This is an optimization exercise on Yosys and OpenROAD, whose aim is small area, not a production implementation. Where RTL was checked, it was by simulation tests only, not by an equivalence proof against the original.

==> inputs of wip/umber <==
==> flow/design.v <==
module ps_accumulator #(
  parameter int unsigned ARRWIDTH  = 8,
  parameter int unsigned WORDWIDTH = 8,
  parameter int unsigned DEPTH     = 16,
  localparam int unsigned ACCW     = 4 * WORDWIDTH,
  localparam int unsigned VW       = ACCW * ARRWIDTH,
  localparam int unsigned RW       = $clog2(DEPTH)
) (
  input  logic          clk,
  input  logic          reset_n,
  input  logic          clear_i,
  input  logic          in_valid_i,
  output logic          in_ready_o,
  input  logic          in_first_i,
  input  logic          in_last_i,
  input  logic [VW-1:0] ps_in_vec_i,
  output logic          out_valid_o,
  input  logic          out_ready_i,
  output logic [VW-1:0] out_vec_o,
  output logic [RW-1:0] out_row_o,
  output logic [15:0]   tiles_done_o
);
  logic [DEPTH*VW-1:0] acc_q;
  logic [DEPTH-1:0]    used_q, used_d, rd_oh_q, rd_oh_d, rd_sel_q;
  logic [RW-1:0]       wr_ptr_q, wr_ptr_d;
  logic                in_ready_q, in_ready_d, out_valid_q, out_valid_d;
  logic [VW-1:0]       head_vec_q;
  logic [RW-1:0]       head_row_q, tail_row_q, tail_row_d;
  logic [15:0]         tiles_q;
  logic                accept, push, pop, head_load;
  logic [RW-1:0]       rd_ptr, rd_ptr_d;
  logic [VW-1:0]       rd_vec, add_a, sum_vec;
  function automatic logic [ACCW-1:0] bk_add(input logic [ACCW-1:0] a, input logic [ACCW-1:0] b);
    logic [ACCW-1:0] p, g, gg, pp;
    p  = a ^ b;
    g  = a & b;
    gg = g;
    pp = p;
    for (int k = 1; k < int'(ACCW); k = k * 2)
      for (int i = 2*k - 1; i < int'(ACCW); i = i + 2*k) begin
        gg[i] = gg[i] | (pp[i] & gg[i-k]);
        pp[i] = pp[i] & pp[i-k];
      end
    for (int k = int'(ACCW) / 4; k >= 1; k = k / 2)
      for (int i = 3*k - 1; i < int'(ACCW); i = i + 2*k) begin
        gg[i] = gg[i] | (pp[i] & gg[i-k]);
        pp[i] = pp[i] & pp[i-k];
      end
    bk_add = p ^ {gg[ACCW-2:0], 1'b0};
  endfunction
  always_comb begin
    accept    = in_valid_i && in_ready_q;
    push      = accept && in_last_i;
    pop       = out_valid_q && out_ready_i;
    head_load = (push && (!out_valid_q || out_ready_i)) || (pop && !in_ready_q);
    rd_ptr    = in_ready_q ? wr_ptr_q : tail_row_q;
    rd_vec    = '0;
    for (int r = 0; r < int'(DEPTH); r++)
      rd_vec = rd_vec | (acc_q[r*VW +: VW] & {VW{rd_sel_q[r]}});
    add_a  = ps_in_vec_i & {VW{in_ready_q}};
    rd_vec = rd_vec & {VW{!(in_ready_q && in_first_i)}};
    for (int l = 0; l < int'(ARRWIDTH); l++)
      sum_vec[l*ACCW +: ACCW] = bk_add(add_a[l*ACCW +: ACCW], rd_vec[l*ACCW +: ACCW]);
  end
  always_comb begin
    wr_ptr_d    = wr_ptr_q;
    in_ready_d  = in_ready_q;
    out_valid_d = out_valid_q;
    tail_row_d  = tail_row_q;
    used_d      = used_q;
    if (clear_i) begin
      wr_ptr_d    = '0;
      in_ready_d  = 1'b1;
      out_valid_d = 1'b0;
    end else begin
      if (accept) begin
        wr_ptr_d = wr_ptr_q + 1'b1;
        used_d   = used_q | rd_oh_q;
      end
      if (push && !pop) begin
        in_ready_d  = !out_valid_q;
        out_valid_d = 1'b1;
      end else if (pop && !push) begin
        in_ready_d  = 1'b1;
        out_valid_d = !in_ready_q;
      end
      if (push && out_valid_q && !out_ready_i) tail_row_d = wr_ptr_q;
    end
    rd_ptr_d = in_ready_d ? wr_ptr_d : tail_row_d;
    for (int r = 0; r < int'(DEPTH); r++) rd_oh_d[r] = (rd_ptr_d == RW'(r));
  end
  for (genvar r = 0; r < int'(DEPTH); r++) begin : g_row
    always_ff @(posedge clk) begin
      if (!clear_i && accept && rd_oh_q[r]) acc_q[r*VW +: VW] <= sum_vec;
    end
  end
  always_ff @(posedge clk) begin
    if (!clear_i && head_load) begin
      head_vec_q <= sum_vec;
      head_row_q <= rd_ptr;
    end
    tail_row_q <= tail_row_d;
  end
  always_ff @(posedge clk or negedge reset_n) begin
    if (!reset_n) begin
      used_q      <= '0;
      rd_oh_q     <= DEPTH'(1);
      rd_sel_q    <= '0;
      wr_ptr_q    <= '0;
      in_ready_q  <= 1'b1;
      out_valid_q <= 1'b0;
      tiles_q     <= '0;
    end else begin
      rd_oh_q     <= rd_oh_d;
      rd_sel_q    <= rd_oh_d & used_d;
      used_q      <= used_d;
      wr_ptr_q    <= wr_ptr_d;
      in_ready_q  <= in_ready_d;
      out_valid_q <= out_valid_d;
      if (clear_i) begin
        tiles_q <= '0;
      end else begin
        if (push && wr_ptr_q == RW'(DEPTH - 1)) tiles_q <= tiles_q + 16'd1;
      end
    end
  end
  assign in_ready_o   = in_ready_q;
  assign out_valid_o  = out_valid_q;
  assign out_vec_o    = head_vec_q;
  assign out_row_o    = head_row_q;
  assign tiles_done_o = tiles_q;
endmodule
==> flow/flow/run.sh <==
#!/bin/bash
# Standard ORFS layout, except: clock tree with small leaf clock buffers in
# tight clusters, strong root and trunk buffers and no dummy loads;
# minimum-size port buffers; and power recovery (gate downsizing) after global
# routing, followed by slew/capacitance repair (flow/post_grt.tcl).
# make's output goes to flow_make.log here; each ORFS step's full log is in
# orfs/logs/.
set -euo pipefail
cd "$(dirname "$0")/.."
bash standard.sh \
  "CTS_ARGS=-sink_clustering_enable -repair_clock_nets -dont_use_dummy_load -sink_buffer_max_cap_derate 1.0 -sink_clustering_size 9 -sink_clustering_max_diameter 45 -buf_list {sky130_fd_sc_hd__clkbuf_4} -root_buf sky130_fd_sc_hd__clkbuf_16 -tree_buf sky130_fd_sc_hd__clkbuf_8" \
  "BUFFER_PORTS_ARGS=-buffer_cell sky130_fd_sc_hd__buf_1" \
  "RECOVER_POWER=100" \
  "POST_GLOBAL_ROUTE_TCL=$PWD/flow/post_grt.tcl" \
  finish > flow_make.log 2>&1
==> flow/flow/post_grt.tcl <==
# After ORFS's power recovery (which downsizes gates off the critical paths),
# repair any slew or capacitance the downsizing broke, re-legalise, and update
# the global routes and guides for the nets that changed.
log_cmd global_route -start_incremental
repair_design_helper
log_cmd detailed_placement
log_cmd global_route -end_incremental
log_cmd estimate_parasitics -global_routing
repair_timing_helper -setup
log_cmd global_route -start_incremental
log_cmd detailed_placement
log_cmd global_route -end_incremental
log_cmd estimate_parasitics -global_routing
report_check_types -max_slew -max_capacitance -violators
report_wns
report_tns
write_guides $::env(RESULTS_DIR)/route.guide
==> flow/standard.sh <==
#!/bin/bash
# synth_recipe.tcl (not shown) runs the flow's synth.tcl, then flattens the netlist and writes it again
# the make line also repeats each setting of config.mk as NAME=value (left out here)
make -C /OpenROAD-flow-scripts/flow DESIGN_CONFIG=/design/flow/config.mk WORK_HOME=/design/flow/orfs CLKGATE_MAP_FILE= SYNTH_SCRIPT=/design/flow/synth_recipe.tcl "${@:-finish}"
==> flow/config.mk <==
export PLATFORM = sky130hd
export DESIGN_NAME = ps_accumulator
export DESIGN_NICKNAME = ps_accumulator
export VERILOG_FILES = /design/flow/design.v
export SDC_FILE = /design/flow/constraint.sdc
export NUM_CORES = 4
export LEC_CHECK = 0
export CAP_MARGIN = 10
export CORE_MARGIN = 2
export CORE_UTILIZATION = 55
export PLACE_DENSITY = 0.65
export SETUP_SLACK_MARGIN = 0.15
export SLEW_MARGIN = 10
==> flow/constraint.sdc <==
create_clock -name core_clock -period 6.0 [get_ports {clk}]
set_input_delay 1.2000 -clock core_clock [delete_from_list [all_inputs] [get_ports {clk}]]
set_output_delay 1.2000 -clock core_clock [all_outputs]
set_load 0.01 [all_outputs]
==> wip/garnet: changes against wip/umber <==
==> flow/design.v (replaced) <==
module ps_accumulator #(
  parameter int unsigned ARRWIDTH  = 8,
  parameter int unsigned WORDWIDTH = 8,
  parameter int unsigned DEPTH     = 16,
  localparam int unsigned ACCW     = 4 * WORDWIDTH,
  localparam int unsigned VW       = ACCW * ARRWIDTH,
  localparam int unsigned RW       = $clog2(DEPTH)
) (
  input  logic          clk,
  input  logic          reset_n,
  input  logic          clear_i,
  input  logic          in_valid_i,
  output logic          in_ready_o,
  input  logic          in_first_i,
  input  logic          in_last_i,
  input  logic [VW-1:0] ps_in_vec_i,
  output logic          out_valid_o,
  input  logic          out_ready_i,
  output logic [VW-1:0] out_vec_o,
  output logic [RW-1:0] out_row_o,
  output logic [15:0]   tiles_done_o
);
  logic [DEPTH*VW-1:0] acc_q;
  logic [DEPTH-1:0]    used_q;
  logic [RW-1:0]       wr_ptr_q;
  logic                in_ready_q, out_valid_q;
  logic [VW-1:0]       head_vec_q;
  logic [RW-1:0]       head_row_q, tail_row_q;
  logic [15:0]         tiles_q;
  logic                accept, push, pop, head_load;
  logic [RW-1:0]       rd_ptr;
  logic [DEPTH-1:0]    rd_sel;
  logic [VW-1:0]       rd_vec, add_a, sum_vec;
  always_comb begin
    accept    = in_valid_i && in_ready_q;
    push      = accept && in_last_i;
    pop       = out_valid_q && out_ready_i;
    head_load = (push && (!out_valid_q || out_ready_i)) || (pop && !in_ready_q);
    rd_ptr    = in_ready_q ? wr_ptr_q : tail_row_q;
    for (int r = 0; r < int'(DEPTH); r++)
      rd_sel[r] = (rd_ptr == RW'(r)) && used_q[r] && !(in_ready_q && in_first_i);
    rd_vec = '0;
    for (int r = 0; r < int'(DEPTH); r++)
      rd_vec = rd_vec | (acc_q[r*VW +: VW] & {VW{rd_sel[r]}});
    add_a = ps_in_vec_i & {VW{in_ready_q}};
    for (int l = 0; l < int'(ARRWIDTH); l++)
      sum_vec[l*ACCW +: ACCW] = add_a[l*ACCW +: ACCW] + rd_vec[l*ACCW +: ACCW];
  end
  for (genvar r = 0; r < int'(DEPTH); r++) begin : g_row
    always_ff @(posedge clk) begin
      if (!clear_i && accept && wr_ptr_q == RW'(r)) acc_q[r*VW +: VW] <= sum_vec;
    end
  end
  always_ff @(posedge clk) begin
    if (!clear_i && head_load) begin
      head_vec_q <= sum_vec;
      head_row_q <= rd_ptr;
    end
    if (!clear_i && push && out_valid_q && !out_ready_i) tail_row_q <= wr_ptr_q;
  end
  always_ff @(posedge clk or negedge reset_n) begin
    if (!reset_n) begin
      used_q      <= '0;
      wr_ptr_q    <= '0;
      in_ready_q  <= 1'b1;
      out_valid_q <= 1'b0;
      tiles_q     <= '0;
    end else if (clear_i) begin
      wr_ptr_q    <= '0;
      in_ready_q  <= 1'b1;
      out_valid_q <= 1'b0;
      tiles_q     <= '0;
    end else begin
      if (accept) begin
        used_q[wr_ptr_q] <= 1'b1;
        wr_ptr_q         <= wr_ptr_q + 1'b1;
      end
      if (push && !pop) begin
        in_ready_q  <= !out_valid_q;
        out_valid_q <= 1'b1;
      end else if (pop && !push) begin
        in_ready_q  <= 1'b1;
        out_valid_q <= !in_ready_q;
      end
      if (push && wr_ptr_q == RW'(DEPTH - 1)) tiles_q <= tiles_q + 16'd1;
    end
  end
  assign in_ready_o   = in_ready_q;
  assign out_valid_o  = out_valid_q;
  assign out_vec_o    = head_vec_q;
  assign out_row_o    = head_row_q;
  assign tiles_done_o = tiles_q;
endmodule
==> flow/run.sh (new file) <==
#!/bin/bash
# synth_recipe.tcl (not shown) runs the flow's synth.tcl, then flattens the netlist and writes it again
# the make line also repeats each setting of config.mk as NAME=value (left out here)
make -C /OpenROAD-flow-scripts/flow DESIGN_CONFIG=/design/flow/config.mk WORK_HOME=/design/flow/orfs CLKGATE_MAP_FILE= SYNTH_SCRIPT=/design/flow/synth_recipe.tcl finish
CAP_MARGIN = 20   (was 10)
CORE_UTILIZATION = 22   (was 55)
PLACE_DENSITY = 0.35   (was 0.65)
SETUP_SLACK_MARGIN = default   (was 0.15)
SLEW_MARGIN = 20   (was 10)
removed: flow/flow/run.sh
removed: flow/flow/post_grt.tcl
removed: flow/standard.sh
==> wip/sierra: changes against wip/umber <==
--- a/flow/design.v
+++ b/flow/design.v
@@ -22,5 +22,5 @@
 );
   logic [DEPTH*VW-1:0] acc_q;
-  logic [DEPTH-1:0]    used_q, used_d, rd_oh_q, rd_oh_d, rd_sel_q;
+  logic [DEPTH-1:0]    used_q, rd_oh_q, rd_oh_d;
   logic [RW-1:0]       wr_ptr_q, wr_ptr_d;
   logic                in_ready_q, in_ready_d, out_valid_q, out_valid_d;
@@ -30,23 +30,6 @@
   logic                accept, push, pop, head_load;
   logic [RW-1:0]       rd_ptr, rd_ptr_d;
+  logic [DEPTH-1:0]    rd_sel;
   logic [VW-1:0]       rd_vec, add_a, sum_vec;
-  function automatic logic [ACCW-1:0] bk_add(input logic [ACCW-1:0] a, input logic [ACCW-1:0] b);
-    logic [ACCW-1:0] p, g, gg, pp;
-    p  = a ^ b;
-    g  = a & b;
-    gg = g;
-    pp = p;
-    for (int k = 1; k < int'(ACCW); k = k * 2)
-      for (int i = 2*k - 1; i < int'(ACCW); i = i + 2*k) begin
-        gg[i] = gg[i] | (pp[i] & gg[i-k]);
-        pp[i] = pp[i] & pp[i-k];
-      end
-    for (int k = int'(ACCW) / 4; k >= 1; k = k / 2)
-      for (int i = 3*k - 1; i < int'(ACCW); i = i + 2*k) begin
-        gg[i] = gg[i] | (pp[i] & gg[i-k]);
-        pp[i] = pp[i] & pp[i-k];
-      end
-    bk_add = p ^ {gg[ACCW-2:0], 1'b0};
-  endfunction
   always_comb begin
     accept    = in_valid_i && in_ready_q;
@@ -55,11 +38,11 @@
     head_load = (push && (!out_valid_q || out_ready_i)) || (pop && !in_ready_q);
     rd_ptr    = in_ready_q ? wr_ptr_q : tail_row_q;
+    rd_sel    = rd_oh_q & used_q & {DEPTH{!(in_ready_q && in_first_i)}};
     rd_vec    = '0;
     for (int r = 0; r < int'(DEPTH); r++)
-      rd_vec = rd_vec | (acc_q[r*VW +: VW] & {VW{rd_sel_q[r]}});
-    add_a  = ps_in_vec_i & {VW{in_ready_q}};
-    rd_vec = rd_vec & {VW{!(in_ready_q && in_first_i)}};
+      rd_vec = rd_vec | (acc_q[r*VW +: VW] & {VW{rd_sel[r]}});
+    add_a = ps_in_vec_i & {VW{in_ready_q}};
     for (int l = 0; l < int'(ARRWIDTH); l++)
-      sum_vec[l*ACCW +: ACCW] = bk_add(add_a[l*ACCW +: ACCW], rd_vec[l*ACCW +: ACCW]);
+      sum_vec[l*ACCW +: ACCW] = add_a[l*ACCW +: ACCW] + rd_vec[l*ACCW +: ACCW];
   end
   always_comb begin
@@ -68,5 +51,4 @@
     out_valid_d = out_valid_q;
     tail_row_d  = tail_row_q;
-    used_d      = used_q;
     if (clear_i) begin
       wr_ptr_d    = '0;
@@ -74,8 +56,5 @@
       out_valid_d = 1'b0;
     end else begin
-      if (accept) begin
-        wr_ptr_d = wr_ptr_q + 1'b1;
-        used_d   = used_q | rd_oh_q;
-      end
+      if (accept) wr_ptr_d = wr_ptr_q + 1'b1;
       if (push && !pop) begin
         in_ready_d  = !out_valid_q;
@@ -106,5 +85,4 @@
       used_q      <= '0;
       rd_oh_q     <= DEPTH'(1);
-      rd_sel_q    <= '0;
       wr_ptr_q    <= '0;
       in_ready_q  <= 1'b1;
@@ -113,6 +91,4 @@
     end else begin
       rd_oh_q     <= rd_oh_d;
-      rd_sel_q    <= rd_oh_d & used_d;
-      used_q      <= used_d;
       wr_ptr_q    <= wr_ptr_d;
       in_ready_q  <= in_ready_d;
@@ -121,4 +97,5 @@
         tiles_q <= '0;
       end else begin
+        if (accept) used_q <= used_q | rd_oh_q;
         if (push && wr_ptr_q == RW'(DEPTH - 1)) tiles_q <= tiles_q + 16'd1;
       end
==> flow/run.sh (new file) <==
#!/bin/bash
# synth_recipe.tcl (not shown) runs the flow's synth.tcl, then flattens the netlist and writes it again
# the make line also repeats each setting of config.mk as NAME=value (left out here)
make -C /OpenROAD-flow-scripts/flow DESIGN_CONFIG=/design/flow/config.mk WORK_HOME=/design/flow/orfs CLKGATE_MAP_FILE= SYNTH_SCRIPT=/design/flow/synth_recipe.tcl finish
CAP_MARGIN = 20   (was 10)
CTS_BUF_LIST = sky130_fd_sc_hd__clkbuf_4 sky130_fd_sc_hd__clkbuf_8   (was default)
CTS_CLUSTER_SIZE = 20   (was default)
SETUP_SLACK_MARGIN = default   (was 0.15)
SLEW_MARGIN = 20   (was 10)
removed: flow/flow/run.sh
removed: flow/flow/post_grt.tcl
removed: flow/standard.sh
==> impl_metrics.yaml <==
floorplan:
  dieHeight_um: 879
  die-area_um2: 772000
cells_and_area:
  seq_cell_count: 4398
  nNonClkBuffers: 2110
  fillers: 75779
  stdcell_count: 22058
worst_setup_path:
  crit_buf_inv: 12
  r2r_slack_ns: -0.02
timing:
  finalSetupViolations: 8
  max_freq_mhz: 166
  worst_slack_ns: -0.0186
run_status:
  violations: "negative setup slack"
  status: "complete, but fails checks"
logic_synthesis:
  syn_inst: 9297
  synth-edff-count: 4360
placed_design:
  dp_hpwl_mm: 428
  placed_area_um2: 200000
drt:
  wl_met2_mm: 349
clock_network:
  numCtsBuffers: 531
Source of the figures above: wip/garnet

==> impl_metrics.yaml <==
floorplan:
  die-area_um2: 310000
  dieHeight_um: 557
logic_synthesis:
  syn_inst: 9172
  synth-edff-count: 4356
timing:
  worst_slack_ns: 0.264
  max_freq_mhz: 174
  finalSetupViolations: 0
worst_setup_path:
  crit_buf_inv: 7
  r2r_slack_ns: 0.26
  timing.rr.start: "rd_sel_q[6]$_DFF_PN0_"
cells_and_area:
  stdcell_count: 14441
  seq_cell_count: 4430
  nNonClkBuffers: 1197
  fillers: 22116
drt:
  wl_met2_mm: 249
placed_design:
  placed_area_um2: 180000
  dp_hpwl_mm: 306
clock_network:
  numCtsBuffers: 586
run_status:
  status: "complete, no violations"
Source of the figures above: wip/umber

==> impl_metrics.yaml <==
floorplan:
  dieHeight_um: 557
  die-area_um2: 310000
timing:
  finalSetupViolations: 0
  worst_slack_ns: 0.107
  max_freq_mhz: 170
worst_setup_path:
  r2r_slack_ns: 0.11
  crit_buf_inv: 5
cells_and_area:
  stdcell_count: 15853
  nNonClkBuffers: 1725
  seq_cell_count: 4414
logic_synthesis:
  synth-edff-count: 4356
run_status:
  status: "complete, no violations"
drt:
  wl_met2_mm: 242
Source of the figures above: wip/sierra

Function not checked in wip/garnet: the RTL went through the layout flow alone.

what the ideal ports hide:
The flow's constraints put no driver on any port. The routed layouts listed below were extracted and timed again, unchanged, in two steps.
Step 1 (the two cells are an assumption about what drives the block):
set clk [get_ports {clk}]
set_driving_cell -lib_cell sky130_fd_sc_hd__clkbuf_16 $clk
set_driving_cell -lib_cell sky130_fd_sc_hd__buf_2 [delete_from_list [all_inputs] $clk]
Step 2, shift: input delay + t, output delay - t, t = (earliest + latest rising clock arrival at the registers) / 2. This alone moves slack from input paths to output paths.
Slacks: ideal / step 1 / step 2; pairs: ideal / step 1.
run | t (ns) | setup slack, ns | slew at the worst register clock pin (ns) | worst data-port slew with drivers (ns) | pins driven straight from the clock port
wip/umber | 1.136 | 0.264 / 0.264 / -0.199 | 0.11 / 0.11 | 0.32 | 1
wip/garnet | 1.192 | -0.019 / -0.069 / -1.262 | 0.07 / 0.07 | 0.39 | 1
wip/sierra | 1.317 | 0.107 / 0.107 / -1.012 | 0.07 / 0.07 | 0.18 | 1
Met with ideal ports but missed after step 2: setup timing in wip/umber and wip/sierra. For wip/garnet, which loses most, drivers alone change the setup slack by -0.050 ns; drivers and shift together by -1.243 ns.
